From an optimization exercise on the open Yosys and OpenROAD flow, aimed at small area, a short achievable clock period and few clock cycles per item; shortcuts taken in it are not production practice. In this exercise RTL edits were held to simulation tests only and were not proved equivalent to the original. Power and IR drop assume default switching activity.

lane 1:
==> flow/design.v (excerpt) <==
module roberts_cross_gradient
#(
   parameter int MAX_WIDTH  = rcg_pkg::DEF_MAX_WIDTH,
   parameter int MAX_HEIGHT = rcg_pkg::DEF_MAX_HEIGHT
)(
   input  logic                     clock,
   input  logic                     reset,
   input  logic                     csr_wr_en,
   input  logic [rcg_pkg::CSR_WIDTH-1:0]     csr_wr_data,
   input  logic                     req_valid,
   output logic                     req_ready,
   input  logic [rcg_pkg::PIX_W-1:0]         req_pixel,
   input  logic                     req_start_of_frame,
   output logic                     rsp_valid,
   input  logic                     rsp_ready,
   output logic [rcg_pkg::ROW_W-1:0]         rsp_out_row,
   output logic [rcg_pkg::COL_W-1:0]         rsp_out_col,
   output logic signed [rcg_pkg::GRAD_W-1:0] rsp_diag_grad,
   output logic signed [rcg_pkg::GRAD_W-1:0] rsp_anti_grad,
   output logic [rcg_pkg::MAG_W-1:0]         rsp_magnitude,
   output logic                     rsp_last
);
Settings: LEC_CHECK=0, CAP_MARGIN=20, CORE_MARGIN=2, CORE_UTILIZATION=70, CTS_CLUSTER_DIAMETER=80, CTS_CLUSTER_SIZE=25, SETUP_SLACK_MARGIN=4.0, SLEW_MARGIN=20; clock period 7.0 ns.
run.sh (not shown) runs the stock make flow with config.mk's settings and CLKGATE_MAP_FILE= SYNTH_SCRIPT=/design/flow/synth_recipe.tcl, a recipe that flattens the netlist after the stock synthesis.
Testbench counts of lane 1, summed over its fixed seeds: cycles 20,259, items 17,628.
diff inputs: lane 1 => lane 2
-- flow/design.v --
<<< lane 1, line 156
   localparam int NST = 15;   
   logic adv;    
   logic            rdy_ff, sk_v, sk_sof;
   logic [7:0]      sk_p;
>>> lane 2, line 156
   localparam int NST = 15;   
   logic adv;    
   logic adv_d;  
   logic            rdy_ff, sk_v, sk_sof;
   logic [7:0]      sk_p;
<<< lane 1, line 221
   logic            b_v, b_z, b_c0;
   logic [7:0]      b_p;
   logic [7:0]      b_pq [4];
   logic [15:0]     b_lq [4];
   logic [3:0]      b_g;
>>> lane 2, line 222
   logic            b_v, b_z, b_c0;
   logic [7:0]      b_p;
   logic [7:0]      b_pq [2];
   logic [15:0]     b_lq [4];
   logic [3:0]      b_g;
<<< lane 1, line 235
         for (int g = 4*q; g < 4*q+4; g++) b_rq[q] |= grp[g] & {8{b_g[g%4]}};
      end
      b_p = b_pq[0] | b_pq[1] | b_pq[2] | b_pq[3];
   end
   always_ff @(posedge clock) begin
>>> lane 2, line 236
         for (int g = 4*q; g < 4*q+4; g++) b_rq[q] |= grp[g] & {8{b_g[g%4]}};
      end
      b_p = b_pq[0] | b_pq[1];
   end
   logic [3:0]      b_gw;
   always_ff @(posedge clock) begin
      if (reset)     b_gw <= '0;
      else if (adv)  b_gw <= (adv_d & a_v) ? 4'(1) << a_col[5:4] : '0;
      else           b_gw <= adv_d ? b_g : '0;
   end
   always_ff @(posedge clock) begin
<<< lane 1, line 249
      if (adv) begin
         for (int q = 0; q < 4; q++) begin
            b_pq[q] <= (a_col[7:6] == 2'(q)) ? a_p : '0;
            b_lq[q] <= (a_col[7:6] == 2'(q)) ? 16'(1) << a_col[3:0] : '0;
         end
         b_z  <= a_z;
         b_c0 <= a_c0;
      end
      for (int i = 0; i < MAX_WIDTH; i++)
         if (adv & b_g[(i/16)%4] & b_lq[i/64][i%16]) line_mem[i] <= b_pq[i/64];
   end
   logic            c_v, c_z, c_c0;
>>> lane 2, line 256
      if (adv) begin
         for (int q = 0; q < 4; q++) begin
            b_lq[q] <= (a_col[7:6] == 2'(q)) ? 16'(1) << a_col[3:0] : '0;
         end
         for (int h = 0; h < 2; h++) b_pq[h] <= (a_col[7] == 1'(h)) ? a_p : '0;
         b_z  <= a_z;
         b_c0 <= a_c0;
      end
      for (int i = 0; i < MAX_WIDTH; i++)
         if (b_gw[(i/16)%4] & b_lq[i/64][i%16]) line_mem[i] <= b_pq[i/128];
   end
   logic            c_v, c_z, c_c0;
<<< lane 1, line 422
   assign o_en   = ~o_v | rsp_ready;
   assign o_take = o_en & ~o_more;           
   always_comb begin
      f_c1  = c1;
>>> lane 2, line 429
   assign o_en   = ~o_v | rsp_ready;
   assign o_take = o_en & ~o_more;           
   assign adv_d  = k_v ? o_take : ~(l_res & ~o_take);
   always_comb begin
      f_c1  = c1;
<<< lane 1, line 445
      end else begin
         if (o_en) o_v <= o_more | k_v | l_res;
         if (k_v) begin
            k_v    <= ~o_take;
            adv_ff <= o_take;
         end else begin
            k_v    <= l_res & ~o_take;
            adv_ff <= ~(l_res & ~o_take);
         end
      end
   end
>>> lane 2, line 453
      end else begin
         if (o_en) o_v <= o_more | k_v | l_res;
         k_v    <= ~adv_d;
         adv_ff <= adv_d;
      end
   end
## What came out
- For share of final-layout standard cells stronger than drive strength 1, lane 1 and lane 2 come out practically identical.
- Side by side, core utilization of the finished layout turned out lower in lane 2 than in lane 1.
- The run showing the smaller post-CTS setup-driven buffer insertion count is lane 1.
- Relative max-transition margin deteriorates in lane 2 relative to lane 1.
- Lane 2: full flow OK, the timing, design-rule and antenna checks passed
- From lane 1 to lane 2 the numbers moved as follows: wire length went up by 0.33%, time the final worst path needs with I/O delays and setup went down by 98 ps, post-route cell area went down by 0.46%, core box area was more or less identical.
- Lane 2 against lane 1: worst-case vdd ir drop shows a reduction of about 15%, combinational share of power shows an increase of 0.2 points.
- Taking lane 1 as the reference point, the die area of lane 2 falls by 890 µm².
- Lane 2 and lane 1 ended up with roughly the same die outline width.
- As of lane 2, area of the mapped netlist had fallen slightly compared to lane 1.
- As far as average footprint of a synthesized cell is concerned, lane 2 and lane 1 perform about the same.
Testbench counts of lane 2, summed over its fixed seeds: cycles 20,259, items 17,628.

## re-timing with driven ports
No port has a modelled driver above. Below, the same layouts with a new extraction and two added sets of constraints.
Step 1 sets driving cells, clkbuf_16 on the clock port and buf_2 on the other inputs (assumed; they add their load-dependent delay and slew).
Step 2, shift: input delay + t, output delay - t, t = (earliest + latest rising clock arrival at the registers) / 2. This alone moves slack from input paths to output paths.
Three values: ideal ports, drivers, drivers and shift; two values: the first two.
| run | t, ns | slack for setup (ns) | clock arrival spread, ns |
|---|---|---|---|
| lane 1 | 0.921 | 3.963 / 3.954 / 3.296 | 0.044 / 0.044 |
| lane 2 | 0.913 | 4.061 / 3.972 / 3.295 | 0.048 / 0.048 |
After both steps every run listed still meets setup and hold. For lane 2, which loses most, drivers alone change the setup slack by -0.089 ns; drivers and shift together by -0.766 ns.
